Source: an optimization exercise on an open RTL-to-GDS flow (aim: small area and a short achievable clock period). Production flows keep margins and buffers that such runs may drop. Only simulation tests tie the RTL to the original design; equivalence was not proved. Power is estimated from default activity; no workload was simulated.

JK:
==> flow/design.v (excerpt) <==
module timerTop (
  input  wire                       CPUbus,
  input  wire                       arstN,
  input  wire                       hSel,
  input  wire [32-1:0]        hAddr,
  input  wire [1:0]                 hTrans,
  input  wire                       hWrite,
  input  wire [32-1:0]       hWdata,
  input  wire                       hReady,
  input  wire [2:0]                 evnt,
  output logic [32-1:0]      hRdata,
  output logic                      hReadyOut,
  output logic                      hResp,
  output logic [2-1:0]  pwm,
  output logic                      intr
);
For scale: ~370 flip-flops, about 110 I/O pins.
clock: 5.5 ns
lec_check: 0
cap_margin: 20
core_margin: 2
core_utilization: 50
cts_cluster_diameter: 50
cts_cluster_size: 26
setup_slack_margin: 2.5
slew_margin: 20
tns_end_percent: 10
run.sh (not shown) runs the stock make flow with config.mk's settings and CLKGATE_MAP_FILE= SYNTH_SCRIPT=/design/flow/synth_recipe.tcl, a recipe that flattens the netlist after the stock synthesis.
> inputs changed (JK -> MS)
Settings: CTS_CLUSTER_SIZE: 26 -> 20; CTS_CLUSTER_DIAMETER: 50 -> 60.
==> flow/flow/run.sh (new file) <==
#!/bin/bash
# Own layout flow: the standard flow (standard synthesis unchanged), with
# every input and output port buffered by a plain buf_2 instead of the buffer
# cell buffer_ports would pick by itself. Each tool's output goes to its own
# log file here; ORFS keeps its per-step logs under orfs/logs.
set -euo pipefail
export BUFFER_PORTS_ARGS="-buffer_cell sky130_fd_sc_hd__buf_2"
bash standard.sh synth > synth.log 2>&1
bash standard.sh finish > layout.log 2>&1
==> flow/standard.sh (new file) <==
#!/bin/bash
# synth_recipe.tcl (not shown) runs the flow's synth.tcl, then flattens the netlist and writes it again
# the make line also repeats each setting of config.mk as NAME=value (left out here)
make -C /OpenROAD-flow-scripts/flow DESIGN_CONFIG=/design/flow/config.mk WORK_HOME=/design/flow/orfs CLKGATE_MAP_FILE= SYNTH_SCRIPT=/design/flow/synth_recipe.tcl "${@:-finish}"
removed: flow/run.sh
[summary]
For the length in cells of the worst reg-to-reg path, MS came in 6 lower than JK did.
Looking at first element of the critical path, the rdSel[7] result is from JK; the rdSel[13] one comes from MS.
MS vs JK: pin count of the biggest net entering global routing up
Diff JK -> MS | routed wire length | decrease of 640 µm
Lower cell depth of the worst min-delay path was reported by JK, not MS.
The inputs of AL differ from those of MS as listed below.
Settings: SETUP_SLACK_MARGIN changed from 2.5 to 2.7.
Findings:
- Routed wire length of AL exceeds that of MS slightly.
- Delta (AL minus MS): register-to-register path setup slack moved up, post-route standard cell area excluding fillers moved up, highest ir drop seen on vdd now larger.
For TR, these inputs were changed with respect to AL:
Settings: a change of CORE_UTILIZATION from 50 to 45; a deleted CTS_CLUSTER_SIZE that had been 20; a deleted CTS_CLUSTER_DIAMETER that had been 60.
==> flow/run.sh (new file) <==
#!/bin/bash
# synth_recipe.tcl (not shown) runs the flow's synth.tcl, then flattens the netlist and writes it again
# the make line also repeats each setting of config.mk as NAME=value (left out here)
make -C /OpenROAD-flow-scripts/flow DESIGN_CONFIG=/design/flow/config.mk WORK_HOME=/design/flow/orfs CLKGATE_MAP_FILE= SYNTH_SCRIPT=/design/flow/synth_recipe.tcl finish
removed: flow/flow/run.sh
removed: flow/standard.sh
--- outcome ---
- Per the comparison of TR with AL, count of clock-buffer cells in the layout increased by 72% relative to the old numbers, full die area increased 11%.
- Comparing AL and TR, the higher largest fanout on the critical path is on AL.
- Final cell area: TR above AL
- Lower register-to-register setup slack was reported by TR, not AL.
- Relative to AL, TR degrades minimum clock period after layout.
- There was hardly any difference in placement-stage worst setup slack between AL and TR.
- TR — signed area change from the synthesized netlist to the final layout 3.4 points higher, AL as reference

Another version of the RTL of timerTop (not shown whole).
For scale: about 2100 cells after synthesis, ~110 I/O pins, ~0.020 mm² of cells after synthesis.
export LEC_CHECK = 0
export CAP_MARGIN = 0
export CORE_MARGIN = 2
export CORE_UTILIZATION = 50
export CTS_CLUSTER_DIAMETER = 60
export CTS_CLUSTER_SIZE = 20
export SETUP_SLACK_MARGIN = 2.6
export SLEW_MARGIN = 0
export TNS_END_PERCENT = 10
create_clock -name core_clock -period 5.5 [get_ports {CPUbus}]
Stock flow here: none of the scripts above is used.
The starting point completed without violations.
==> next run, changes <==
Settings changed: CAP_MARGIN 0 to 20, SETUP_SLACK_MARGIN 2.6 to 2.5, SLEW_MARGIN 0 to 20.
Via count fell by a few percent.
Clock-buffer cell count does not change.
Setup slack degrades by 0.024 ns.
Cell area shrinks by a few percent.
Die area does not change.
Global-route usage is lower by 0.61 points.
Power is lower slightly.
Flip-flop and latch count is unchanged.

timerTop, a different RTL version from the one above (not shown whole).
Size in the first run: ~2000 cells after synthesis, roughly 390 flip-flops, roughly 110 I/O pins.
clock: 5.5 ns
lec_check: 0
cap_margin: 20
core_margin: 2
core_utilization: 50
cts_cluster_diameter: 60
cts_cluster_size: 20
setup_slack_margin: 2.5
slew_margin: 20
tns_end_percent: 10
Edit:
--- a/flow/config.mk
+++ b/flow/config.mk
@@ -11,5 +11,5 @@
 export CTS_CLUSTER_DIAMETER = 60
 export CTS_CLUSTER_SIZE = 20
-export SETUP_SLACK_MARGIN = 2.5
+export SETUP_SLACK_MARGIN = 2.7
 export SLEW_MARGIN = 20
 export TNS_END_PERCENT = 10
=> Critical path depth is unchanged. Cell count went up by 2.4%. Wire length went up by 3.1%. Power went up by 2.4%.

run 1:
Another version of the RTL of timerTop (not shown whole).
Size in the first run: roughly 110 I/O pins, ~20000 sq um of cells after synthesis.
## timerTop
module timerTop (
  input  wire                       CPUbus,
  input  wire                       arstN,
  input  wire                       hSel,
  input  wire [32-1:0]        hAddr,
  input  wire [1:0]                 hTrans,
  input  wire                       hWrite,
  input  wire [32-1:0]       hWdata,
  input  wire                       hReady,
  input  wire [2:0]                 evnt,
  output logic [32-1:0]      hRdata,
  output logic                      hReadyOut,
  output logic                      hResp,
  output logic [2-1:0]  pwm,
  output logic                      intr
);
export LEC_CHECK = 0
export ABC_CLOCK_PERIOD_IN_PS = 3000
export CAP_MARGIN = 20
export CORE_MARGIN = 2
export CORE_UTILIZATION = 50
export SETUP_SLACK_MARGIN = 2.2
export SLEW_MARGIN = 20
create_clock -name core_clock -period 5.5 [get_ports {CPUbus}]
No stage failed in run 1, and the final checks on the layout all came back clean.
Changes in run 5 relative to run 1:
-- flow/config.mk --
<<< run 1, line 7
export LEC_CHECK = 0
export ABC_CLOCK_PERIOD_IN_PS = 3000
export CAP_MARGIN = 20
>>> run 5, line 7
export LEC_CHECK = 0
export ABC_CLOCK_PERIOD_IN_PS = 2500
export CAP_MARGIN = 20
<<< run 1, line 11
export CORE_UTILIZATION = 50
export SETUP_SLACK_MARGIN = 2.2
export SLEW_MARGIN = 20
>>> run 5, line 11
export CORE_UTILIZATION = 50
export SETUP_SLACK_MARGIN = 3.0
export SLEW_MARGIN = 20
Results
In summary, run 5 completed successfully, with a layout that passed the timing, design-rule and antenna checks. Run 1 finished every step from synthesis to the final layout, and the layout passed the timing, design-rule and antenna checks. Run 5 vs. run 1: relative max-transition margin now sits higher, number of filler instances in the final layout now sits lower, least setup slack across all paths after layout now sits lower. On via count, the higher figure sits with run 5, not run 1.

==> afterwards: timing with drivers on the ports <==
The flow's constraints put no driver on any port. The routed layouts listed below were extracted and timed again, unchanged, in two steps. Step 1 (the two cells are an assumption about what drives the block):
set clk [get_ports {CPUbus}]
set_driving_cell -lib_cell sky130_fd_sc_hd__clkbuf_16 $clk
set_driving_cell -lib_cell sky130_fd_sc_hd__buf_2 [delete_from_list [all_inputs] $clk]
Step 2 also shifts input and output timing later by t, the mid clock arrival at the registers, as if the neighbouring blocks saw the same clock. a / b / c = ideal / step 1 / step 2; a / b = the first two.
run | t (ns) | setup WS [ns] | worst setup path at the end | clock arrival spread, ns
JK | 0.628 | 2.405 / 2.349 / 2.066 | input to register | 0.022 / 0.022
MS | 0.615 | 2.387 / 2.331 / 2.253 | input to register | 0.018 / 0.018
AL | 0.617 | 2.435 / 2.379 / 2.273 | input to register | 0.018 / 0.018
TR | 0.635 | 2.364 / 2.306 / 1.855 | input to register | 0.029 / 0.029
the first run of note 2 | 0.615 | 2.434 / 2.379 / 1.881 | input to register | 0.033 / 0.033
the second run of note 2 | 0.612 | 2.410 / 2.391 / 2.039 | input to register | 0.033 / 0.032
the first run of note 3 | 0.618 | 2.272 / 2.212 / 2.127 | input to register | 0.022 / 0.022
the second run of note 3 | 0.622 | 2.445 / 2.384 / 2.063 | input to register | 0.017 / 0.018
run 1 | 0.623 | 2.167 / 2.110 / 1.859 | input to register | 0.016 / 0.016
run 5 | 0.624 | 1.975 / 1.975 / 1.752 | input to register | 0.020 / 0.020
After both steps every run listed still meets setup and hold. For the first run of note 2, which loses most, drivers alone change the setup slack by -0.055 ns; drivers and shift together by -0.553 ns.
